From an optimization exercise on the open Yosys and OpenROAD flow, aimed at small area and a short achievable clock period; shortcuts taken in it are not production practice.
Where RTL was checked, it was by simulation tests only, not by an equivalence proof against the original.
Function not checked in run 2: the RTL went through the layout flow alone.
No activity file was given, so power comes from the tool's default toggle rates.

### design/flow/config.mk
export PLATFORM = sky130hd
export DESIGN_NAME = inst_rom_resp
export DESIGN_NICKNAME = inst_rom_resp
export VERILOG_FILES = /design/flow/design.v
export SDC_FILE = /design/flow/constraint.sdc
export NUM_CORES = 4
export LEC_CHECK = 0
export CAP_MARGIN = 20
export CORE_MARGIN = 2
export CORE_UTILIZATION = 40
export SLEW_MARGIN = 20
### design/flow/constraint.sdc
create_clock -name core_clock -period 3.3 [get_ports {clk_i_ROM}]
set_input_delay 0.6600 -clock core_clock [delete_from_list [all_inputs] [get_ports {clk_i_ROM}]]
set_output_delay 0.6600 -clock core_clock [all_outputs]
set_load 0.01 [all_outputs]
### design/flow/design.v
module inst_rom_resp #(
  parameter int          DEPTH     = 64,
  parameter logic [31:0] NOP_INSTR = 32'h0000_0013
) (
  input  logic        clk_i_ROM,
  input  logic        reset_i_ROM,
  input  logic        chip_enable_i_ROM,
  input  logic [31:0] pc_addr_i_ROM,
  input  logic        load_en_i_ROM,
  input  logic [31:0] load_addr_i_ROM,
  input  logic [31:0] load_data_i_ROM,
  output logic [31:0] inst_o_ROM,
  output logic        inst_valid_o_ROM,
  output logic        addr_fault_o_ROM,
  output logic        load_err_o_ROM,
  output logic [15:0] fetch_cnt_o_ROM,
  output logic [1:0]  state_o_ROM
);
  localparam int          AW      = (DEPTH > 1) ? $clog2(DEPTH) : 1;
  localparam logic [31:0] DEPTH_W = 32'(DEPTH);
  typedef enum logic [1:0] {
    IDLE = 2'd0,
    RUN  = 2'd1,
    HALT = 2'd2,
    BAD  = 2'd3
  } state_t;
  state_t      state, state_nxt;
  logic [31:0] mem [DEPTH];
  logic pc_in_range, ld_in_range;
  logic fetch_ok, fetch_oob, fetch_nop, load_ok, load_bad;
  assign pc_in_range = (pc_addr_i_ROM < DEPTH_W);
  assign ld_in_range = (load_addr_i_ROM < DEPTH_W);
  always_comb begin
    state_nxt = state;
    fetch_ok  = 1'b0;
    fetch_oob = 1'b0;
    fetch_nop = 1'b0;
    case (state)
      IDLE: begin
        if (chip_enable_i_ROM) begin
          state_nxt = RUN;
          fetch_ok  = pc_in_range;
          fetch_oob = !pc_in_range;
        end
      end
      RUN: begin
        if (!chip_enable_i_ROM) begin
          state_nxt = IDLE;
        end else if (!pc_in_range) begin
          state_nxt = HALT;
          fetch_oob = 1'b1;
        end else begin
          fetch_ok = 1'b1;
        end
      end
      HALT: begin
        if (!chip_enable_i_ROM) state_nxt = IDLE;
        else                    fetch_nop = 1'b1;
      end
      default: state_nxt = IDLE;
    endcase
  end
  assign load_ok  = load_en_i_ROM && (state == IDLE) && !chip_enable_i_ROM && ld_in_range;
  assign load_bad = load_en_i_ROM && !load_ok;
  always_ff @(posedge clk_i_ROM) begin
    if (!reset_i_ROM) begin
      state            <= IDLE;
      inst_o_ROM       <= '0;
      inst_valid_o_ROM <= 1'b0;
      addr_fault_o_ROM <= 1'b0;
      load_err_o_ROM   <= 1'b0;
      fetch_cnt_o_ROM  <= '0;
    end else begin
      state            <= state_nxt;
      inst_valid_o_ROM <= fetch_ok || fetch_oob || fetch_nop;
      addr_fault_o_ROM <= fetch_oob;
      load_err_o_ROM   <= load_bad;
      if (fetch_ok)                   inst_o_ROM <= mem[pc_addr_i_ROM[AW-1:0]];
      else if (fetch_oob || fetch_nop) inst_o_ROM <= NOP_INSTR;
      if (fetch_ok && fetch_cnt_o_ROM != 16'hFFFF)
        fetch_cnt_o_ROM <= fetch_cnt_o_ROM + 16'd1;
    end
  end
  always_ff @(posedge clk_i_ROM) begin
    if (reset_i_ROM && load_ok)
      mem[load_addr_i_ROM[AW-1:0]] <= load_data_i_ROM;
  end
  assign state_o_ROM = state;
endmodule
### design/flow/run.sh
#!/bin/bash
# synth_recipe.tcl (not shown) runs the flow's synth.tcl, then flattens the netlist and writes it again
# the make line also repeats each setting of config.mk as NAME=value (left out here)
make -C /OpenROAD-flow-scripts/flow DESIGN_CONFIG=/design/flow/config.mk WORK_HOME=/design/flow/orfs CLKGATE_MAP_FILE= SYNTH_SCRIPT=/design/flow/synth_recipe.tcl finish
==> impl_metrics.py, run 1 <==
metrics = {
    "floorplanning": {
        "ios": 153,
        "initial_core_util_pct": 40.2,
        "die_h_um": 454,
        "core_sq_um": 202000,
        "dieArea_sq_um": 206000,
        "die_x_um": 454,
        "rows": 165,
    },
    "cells_and_area": {
        "utilization_pct": 48.3,
        "final_area_sq_um": 97300,
        "instances_no_fill": 7189,
        "syn_to_final_growth_pct": 20.1,
        "n_fill_cell": 16300,
        "layout.nets": 4435,
        "drive_above_1_share_pct": 29.8,
    },
    "drt": {
        "drtIter0Drc": 5759,
        "wl_per_cell_um": 33.9,
        "drt_first_pass_iters": 5,
        "routed_via_density": 5.94,
        "vias": 42700,
        "postRouteAntennaNets": 0,
        "route.detailed.drc": 0,
        "wirelength_um": 244000,
    },
    "clock_network": {
        "cts_buffers": 209,
        "htreeDepth": 4,
        "clkTransAtPathRegs_ps": 60,
        "cts_buffer_depth": 3,
        "cts_resized": 0,
        "cts_setup_buffers": 0,
        "tritoncts": "yes",
        "ctsRootBufferMaster": "clkbuf_16",
        "clk_latency_ps": 860,
        "holdBufCountCts": 0,
        "clock_sinks": 2101,
    },
    "yosys": {
        "syn_area_sq_um": 81000,
        "ys_warn_count": 1,
        "synth-edff-count": 2048,
        "synth.top_cells.by_area": "edfxtp_1, mux4_2, mux2i_1",
        "avgSynthCellArea_sq_um": 21.9,
        "synth_top_area_cell": "edfxtp_1",
        "async_flop_share_pct": 0,
        "ys_types": 74,
        "synth-xor-area-share_pct": 0.0541,
        "ys_seq_elements": 2101,
        "synthAdderAreaFrac_pct": 0.0154,
        "synth_compound_area_share_pct": 2.67,
        "synth_top_family_by_area": "multiplexers",
        "synthMuxAreaShare_pct": 15.9,
        "synth-seq-area-share_pct": 77.2,
        "ys.flop_type": "edfxtp_1",
        "syn_inst": 3701,
        "synth_nets": 3802,
        "synth_simple_gate_area_share_pct": 2.50,
        "synth_top_cell_area_share_pct": 75.9,
    },
    "sta": {
        "tns_ps": 0,
        "whs_ps": 200,
        "rsz0062_at_grt": "no",
        "tightest_slew_ps": 1050,
        "slew_headroom_pct": 29.6,
        "hold_viol": 0,
        "min_period_ps": 2820,
        "fin_ws_ps": 481,
        "setup_viol_count_final": 0,
        "timing.fmax_mhz": 355,
        "maxSlewViolCount": 0,
        "fin_crit_sh_pct": 85.4,
        "fin_skew_ps": 52.7,
    },
    "global_route": {
        "track_usage_pct": 23.7,
        "grt_pass1_wl_um": 339000,
        "antenna_found_initial": 15,
        "grt_max_degree": 65,
        "grt_overflow": 0,
        "grt_pass1_vias": 42100,
    },
    "placed_design": {
        "finalWeightedCongestion": 0.875,
        "hpwl_um": 162000,
        "dp_cells": 6795,
        "port_buffers": 152,
        "post-place-ws_ps": -197,
        "placed_area_sq_um": 90300,
    },
    "setup_path": {
        "critPathRequiredTime_ps": 3810,
        "rrSetupSlack_ps": 480,
        "cp_max_fo": 11,
        "r2r_start": "state[1]$_SDFFE_PN0P_",
        "startpoint_type": "register",
        "critPathCaptureType": "register",
        "reg2reg_depth": 8,
        "reg2reg_to": "mem[3][0]$_DFFE_PP_",
        "critPathArrivalTime_ps": 3330,
        "crit_type": "reg2reg",
    },
    "power": {
        "finalPower_mw": 56.4,
        "powerDensity_nw_per_um2": 579,
        "peakVddDrop_mv": 0.549,
        "internal_power_mw": 44.2,
        "netSwitchingFraction_pct": 21.5,
        "combPwrFrac_pct": 5.2,
        "cellLeakagePower_nw": 31.1,
        "p_sw_mw": 12.1,
        "p_clk_share_pct": 42.9,
        "seq_power_share_pct": 51.9,
    },
    "worst_hold_path": {
        "whs_path_depth": 1,
        "hp-class": "in2reg",
        "hp-start": "load_data_i_ROM[25]",
        "min_to": "mem[14][25]$_DFFE_PP_",
    },
    "status": {
        "status": "finished clean",
    },
    "run": {
        "maxCapViolCount": 0,
    },
}
state kept, by name, indices dropped and copies added, names as in the netlist:
register,count
inst_o_ROM,32
addr_fault_o_ROM,1
state,2
fetch_cnt_o_ROM,16
inst_valid_o_ROM,1
load_err_o_ROM,1
mem,2048
worst max path at each step:
| stage | cells after the start | from | slack [ps] | end |
|---|---|---|---|---|
| 2_1_floorplan | 5 | load_addr_i_ROM[18] | -210 | mem[59][0]$_DFFE_PP_ |
| 3_3_place_gp | 8 | chip_enable_i_ROM | -550 | inst_o_ROM[28]$_SDFFE_PN0P_ |
| 3_5_place_dp | 8 | chip_enable_i_ROM | -200 | inst_o_ROM[28]$_SDFFE_PN0P_ |
| 4_1_cts | 1 | inst_o_ROM[28]$_SDFFE_PN0P_ | 410 | inst_o_ROM[28] |
| 5_1_grt | 8 | state[0]$_SDFFE_PN0P_ | 280 | mem[3][0]$_DFFE_PP_ |
| 6_report | 8 | state[1]$_SDFFE_PN0P_ | 480 | mem[3][0]$_DFFE_PP_ |
power by group through the flow:
stage | registers (mW) | clock network, mW | logic [mW]
after detailed placement | 29.8 | 0 | 2.94
final | 29.3 | 24.2 | 2.93
after global placement | 29.8 | 0 | 2.91
after floorplan | 29.8 | 0 | 1.34
after global routing | 29.2 | 25.4 | 3.06
after CTS | 29.3 | 24.5 | 2.94
logic make-up after synthesis:
kind of cell | after synthesis
buffers and inverters | 203
adder cells (fa/ha/maj) | 1
flip-flops | 2101
AO/OA/AOI/OAI | 300
XOR/XNOR | 5
AND/OR/NAND/NOR | 414
multiplexers | 677
layer usage:
metal / up-vias / routed length, um / share of wire (%) / global-route usage, %
li1: 17000 / - / - / -
met1: 23000 / 99400 / 41 / 34.0
met2: 2297 / 114000 / 47 / 36.8
met3: 353 / 22900 / 9.4 / 4.44
met4: 12 / 8030 / 3.3 / 7.53
met5: - / 82 / 0.034 / 0
critical path, stage by stage, from the launching register on:
cell and delay (ps):
dfxtp_1 400, nor4_1 340, nand4_1 170, nor3_1 450, buf_4 250, nand4_1 170, buf_12 240, nor2_4 160
buf_4 290
cells in the mapped netlist (all sizes together) (15+ instances only):
library cell / instances
nand3: 50
mux4: 477
o22ai: 18
nand2b: 15
o21ai: 35
a22oi: 71
buf: 156
nand4: 21
a21oi: 48
nor2: 111
mux2i: 194
clkbuf: 42
dfxtp: 53
edfxtp: 2048
a221oi: 22
nand2: 118
a31oi: 15
nor4: 16
a211oi: 19
placed cells by master (no fill, tap or decap), types with 8 or more instances in the layout:
cell             instances
nor2_4                  65
a32o_1                  10
dfxtp_1                 53
and2_1                  11
buf_2                   32
nand4_1                 20
o22ai_1                 18
a221o_1                 11
a31oi_1                 15
nand3_1                 50
a22oi_1                 71
mux4_2                 444
clkbuf_1                44
or3_1                    8
buf_4                  321
clkdlybuf4s50_1        114
a211oi_1                19
nand2b_1                15
and3_1                  11
nand2_1                118
mux2i_1                194
bufinv_16               24
buf_12                 149
mux4_1                  33
o21ai_0                 28
edfxtp_1              2048
clkbuf_16              211
nor2_1                  44
a221oi_1                21
nor4_1                  15
clkinv_2                31
nor2b_1                 10
clkinvlp_4               8
clkbuf_8                 9
clkinv_1                47
a21oi_1                 48
final cells by class:
| class | count | area [sq um] | area share (%) |
|---|---|---|---|
| Clock buffer | 264 | 5570 | 5.72 |
| Inverter | 5 | 18.8 | 0.0193 |
| Clock inverter | 129 | 1440 | 1.48 |
| Tap cell | 2672 | 3340 | 3.44 |
| Antenna cell | 1 | 2.50 | 0.00257 |
| Sequential cell | 2101 | 62600 | 64.3 |
| Timing Repair Buffer | 620 | 6750 | 6.94 |
| Multi-Input combinational cell | 1397 | 17600 | 18.1 |
==> run 2, diff against run 1 <==
==> design/flow/design.v (replaced) <==
module inst_rom_resp #(
  parameter int          DEPTH     = 64,
  parameter logic [31:0] NOP_INSTR = 32'h0000_0013
) (
  input  logic        clk_i_ROM,
  input  logic        reset_i_ROM,
  input  logic        chip_enable_i_ROM,
  input  logic [31:0] pc_addr_i_ROM,
  input  logic        load_en_i_ROM,
  input  logic [31:0] load_addr_i_ROM,
  input  logic [31:0] load_data_i_ROM,
  output logic [31:0] inst_o_ROM,
  output logic        inst_valid_o_ROM,
  output logic        addr_fault_o_ROM,
  output logic        load_err_o_ROM,
  output logic [15:0] fetch_cnt_o_ROM,
  output logic [1:0]  state_o_ROM
);
  localparam int AW = (DEPTH > 1) ? $clog2(DEPTH) : 1;
  logic [1:0]             state;
  logic [DEPTH-1:0][31:0] mem;     
  logic [DEPTH-1:0]       phase;
  logic en;
  logic pc_in_range, ld_in_range;
  logic active, fetch_ok, fetch_oob, fetch_nop, load_ok, load_bad;
  assign en = chip_enable_i_ROM;
  assign pc_in_range = ~|pc_addr_i_ROM[31:AW];
  assign ld_in_range = ~|load_addr_i_ROM[31:AW];
  assign active    = ~state[1];
  assign fetch_ok  = en & active & pc_in_range;
  assign fetch_oob = en & active & ~pc_in_range;
  assign fetch_nop = en & (state == 2'd2);
  assign load_ok  = load_en_i_ROM & (state == 2'd0) & ~en & ld_in_range;
  assign load_bad = load_en_i_ROM & ~load_ok;
  logic [DEPTH-1:0] we;
  always_comb begin
    for (int i = 0; i < DEPTH; i++)
      we[i] = reset_i_ROM & load_ok & (load_addr_i_ROM[AW-1:0] == AW'(i));
  end
  logic [31:0] rword;
  logic        rphase;
  always_comb begin
    rword  = '0;
    rphase = 1'b0;
    for (int i = 0; i < DEPTH; i++) begin
      if (pc_addr_i_ROM[AW-1:0] == AW'(i)) begin
        rword  = rword | mem[i];
        rphase = rphase | phase[i];
      end
    end
  end
  always_ff @(posedge clk_i_ROM) begin
    if (!reset_i_ROM) begin
      state            <= 2'd0;
      inst_o_ROM       <= '0;
      inst_valid_o_ROM <= 1'b0;
      addr_fault_o_ROM <= 1'b0;
      load_err_o_ROM   <= 1'b0;
      fetch_cnt_o_ROM  <= '0;
    end else begin
      case (state)
        2'd0:    state <= en ? 2'd1 : 2'd0;
        2'd1:    state <= !en ? 2'd0 : (pc_in_range ? 2'd1 : 2'd2);
        2'd2:    state <= en ? 2'd2 : 2'd0;
        default: state <= 2'd0;
      endcase
      inst_valid_o_ROM <= en & (state != 2'd3);
      addr_fault_o_ROM <= fetch_oob;
      load_err_o_ROM   <= load_bad;
      if (fetch_ok)                    inst_o_ROM <= rword ^ {32{rphase}};
      else if (fetch_oob || fetch_nop) inst_o_ROM <= NOP_INSTR;
      if (fetch_ok && fetch_cnt_o_ROM != 16'hFFFF)
        fetch_cnt_o_ROM <= fetch_cnt_o_ROM + 16'd1;
    end
  end
  inst_rom_array #(.DEPTH(DEPTH)) u_array (
    .clk_i  (clk_i_ROM),
    .we_i   (we),
    .hold_i (~we),
    .dn_i   (~load_data_i_ROM),
    .mem_o  (mem),
    .phase_o(phase)
  );
  assign state_o_ROM = state;
endmodule
module inst_rom_array #(
  parameter int DEPTH = 64
) (
  input  logic                   clk_i,
  input  logic [DEPTH-1:0]       we_i,
  input  logic [DEPTH-1:0]       hold_i,
  input  logic [31:0]            dn_i,
  output logic [DEPTH-1:0][31:0] mem_o,
  output logic [DEPTH-1:0]       phase_o
);
  always_ff @(posedge clk_i) begin
    for (int i = 0; i < DEPTH; i++) begin
      mem_o[i]   <= ~((mem_o[i] | {32{we_i[i]}}) & ({32{hold_i[i]}} | dn_i));
      phase_o[i] <= ~(phase_o[i] | we_i[i]);
    end
  end
endmodule
--- a/design/flow/config.mk
+++ b/design/flow/config.mk
@@ -9,3 +9,7 @@
 export CORE_MARGIN = 2
-export CORE_UTILIZATION = 40
+export CORE_UTILIZATION = 60
+export CTS_BUF_LIST = sky130_fd_sc_hd__clkbuf_8 sky130_fd_sc_hd__clkbuf_16
+export SETUP_SLACK_MARGIN = 1.0
 export SLEW_MARGIN = 20
+export SYNTH_HIERARCHICAL = 1
+export SYNTH_MINIMUM_KEEP_SIZE = 0
==> run 2 against run 1 <==
Effect of this change:
- the run now fails in 5_1_grt
- synthesized cell count grew 99%
- area after synthesis shrank 4.6%
==> impl_metrics.py, run 2 <==
metrics = {
    "yosys": {
        "async_flop_share_pct": 0,
        "synth_top_area_cell": "dfxtp_1",
        "ys.flop_type": "dfxtp_1",
        "ys_warn_count": 8,
        "syn_area_sq_um": 77300,
        "synth_simple_gate_area_share_pct": 5.95,
        "ys_seq_elements": 2165,
        "synth-xor-area-share_pct": 0.476,
        "synth-seq-area-share_pct": 56.1,
        "avgSynthCellArea_sq_um": 10.5,
        "post-synth-top-count-cell": "dfxtp_1",
        "yosys-top-cells-count": "dfxtp_1, o22ai_1, a22oi_1",
        "synth.top_cells.by_area": "dfxtp_1, o22ai_1, a22oi_1",
        "synth_top_family_by_area": "compound AO/OA/AOI/OAI gates",
        "synth_compound_area_share_pct": 28.4,
        "synth-edff-count": 0,
        "ys_types": 70,
        "synth_top_cell_area_share_pct": 56.1,
        "synthMuxAreaShare_pct": 0.939,
        "synthAdderAreaFrac_pct": 0.0162,
        "syn_inst": 7357,
        "synth_nets": 7458,
    },
    "placed_design": {
        "hpwl_um": 300000,
        "finalWeightedCongestion": 1.15,
        "port_buffers": 152,
        "placed_area_sq_um": 85300,
    },
    "floorplanning": {
        "ios": 153,
        "initial_core_util_pct": 60.5,
        "die_x_um": 363,
        "die_h_um": 363,
        "rows": 131,
    },
    "clock_network": {
        "cts_buffer_depth": 3,
        "clock_sinks": 2165,
        "htreeDepth": 4,
        "cts_buffers": 205,
        "ctsRootBufferMaster": "clkbuf_16",
    },
    "status": {
        "status": "did not finish",
        "error": "[ERROR GRT-0232] Routing congestion too high. Check the congestion heatmap in the GUI.",
        "haltStage": "5_1_grt",
    },
    "global_route": {
        "grt_overflow": 8,
        "grt_max_degree": 65,
        "track_usage_pct": 77.9,
    },
}
## run 2: cell count changes after synthesis, sizes merged, moves of 86 or more
cell    before   now
buf        156   764
mux4       477     0
a22oi       71   872
dfxtp       53  2165
o22ai       18  2050
clkbuf      42   154
nand4       21   149
mux2i      194    41
inv          5   103
nor2       111   197
edfxtp    2048     0
nand2      118   323
## run 2: how the worst min path moves through the flow
stage / depth (start not counted) / from / to
detailed placement: 1 / u_array.phase_o[31]$_DFF_P_ / u_array.phase_o[31]$_DFF_P_
CTS: 1 / u_array.phase_o[31]$_DFF_P_ / u_array.phase_o[31]$_DFF_P_
global placement: 1 / u_array.phase_o[61]$_DFF_P_ / u_array.phase_o[61]$_DFF_P_
floorplan: 1 / u_array.phase_o[16]$_DFF_P_ / u_array.phase_o[16]$_DFF_P_
## run 2: logic make-up after synthesis
group	Yosys count
muxes	69
AOI/OAI and AO/OA	3124
adders and majority gates	1
buffers and inverters	1022
DFF	2165
xor gates and xnor gates	42
and+or+nand+nor	934
## run 2: power by group through the flow
| stage | logic [mW] | clock network (mW) | registers (mW) |
|---|---|---|---|
| after CTS | 1.61 | 24.2 | 26.1 |
| after detailed placement | 1.59 | 0 | 26.7 |
| after global placement | 1.58 | 0 | 26.7 |
| after floorplan | 0.851 | 0 | 26.7 |
## run 2: what timing repair did
item,CTS
gates resized for setup,242
cloned,26
hold buffers,0
buffers inserted,44
endpoints found under the setup margin,2197
pin swaps,15
## run 2: per-layer routing
metal  global-route usage (%)  GRT overflow
met3                     67.2             0
met4                     72.7             0
met2                     88.5             0
met1                     80.4             0
met5                     47.7             8
## run 2: stage by stage
stage,cells,utilization [%],setup slack [ps],power [mW],hold WS (ps)
after CTS,9546,74.1,502,52.0,423
after floorplan,7357,-,601,27.6,386
after detailed placement,9104,66.8,-977,28.3,408
after global placement,9103,66.8,-1040,28.3,401

-- afterwards: timing with drivers on the ports --
The flow's constraints put no driver on any port. The routed layout listed below was extracted and timed again, unchanged, in two steps. Step 1 (the two cells are an assumption about what drives the block):
set clk [get_ports {clk_i_ROM}]
set_driving_cell -lib_cell sky130_fd_sc_hd__clkbuf_16 $clk
set_driving_cell -lib_cell sky130_fd_sc_hd__buf_2 [delete_from_list [all_inputs] $clk]
Step 2, shift: input delay + t, output delay - t, t = (earliest + latest rising clock arrival at the registers) / 2. This alone moves slack from input paths to output paths. Slacks: ideal ports / drivers / drivers and shift; pairs: ideal ports / drivers.
run: run 1
shift t [ns]: 0.915
setup slack, ns: 0.481 / 0.414 / -0.311
worst register clock-pin slew, ns: 0.07 / 0.07
cell pins on the clock port's net: 1
With both steps, setup timing fails in run 1, where it was met with ideal ports. The setup slack of run 1 moves by -0.067 ns with the drivers and by -0.792 ns with both steps.
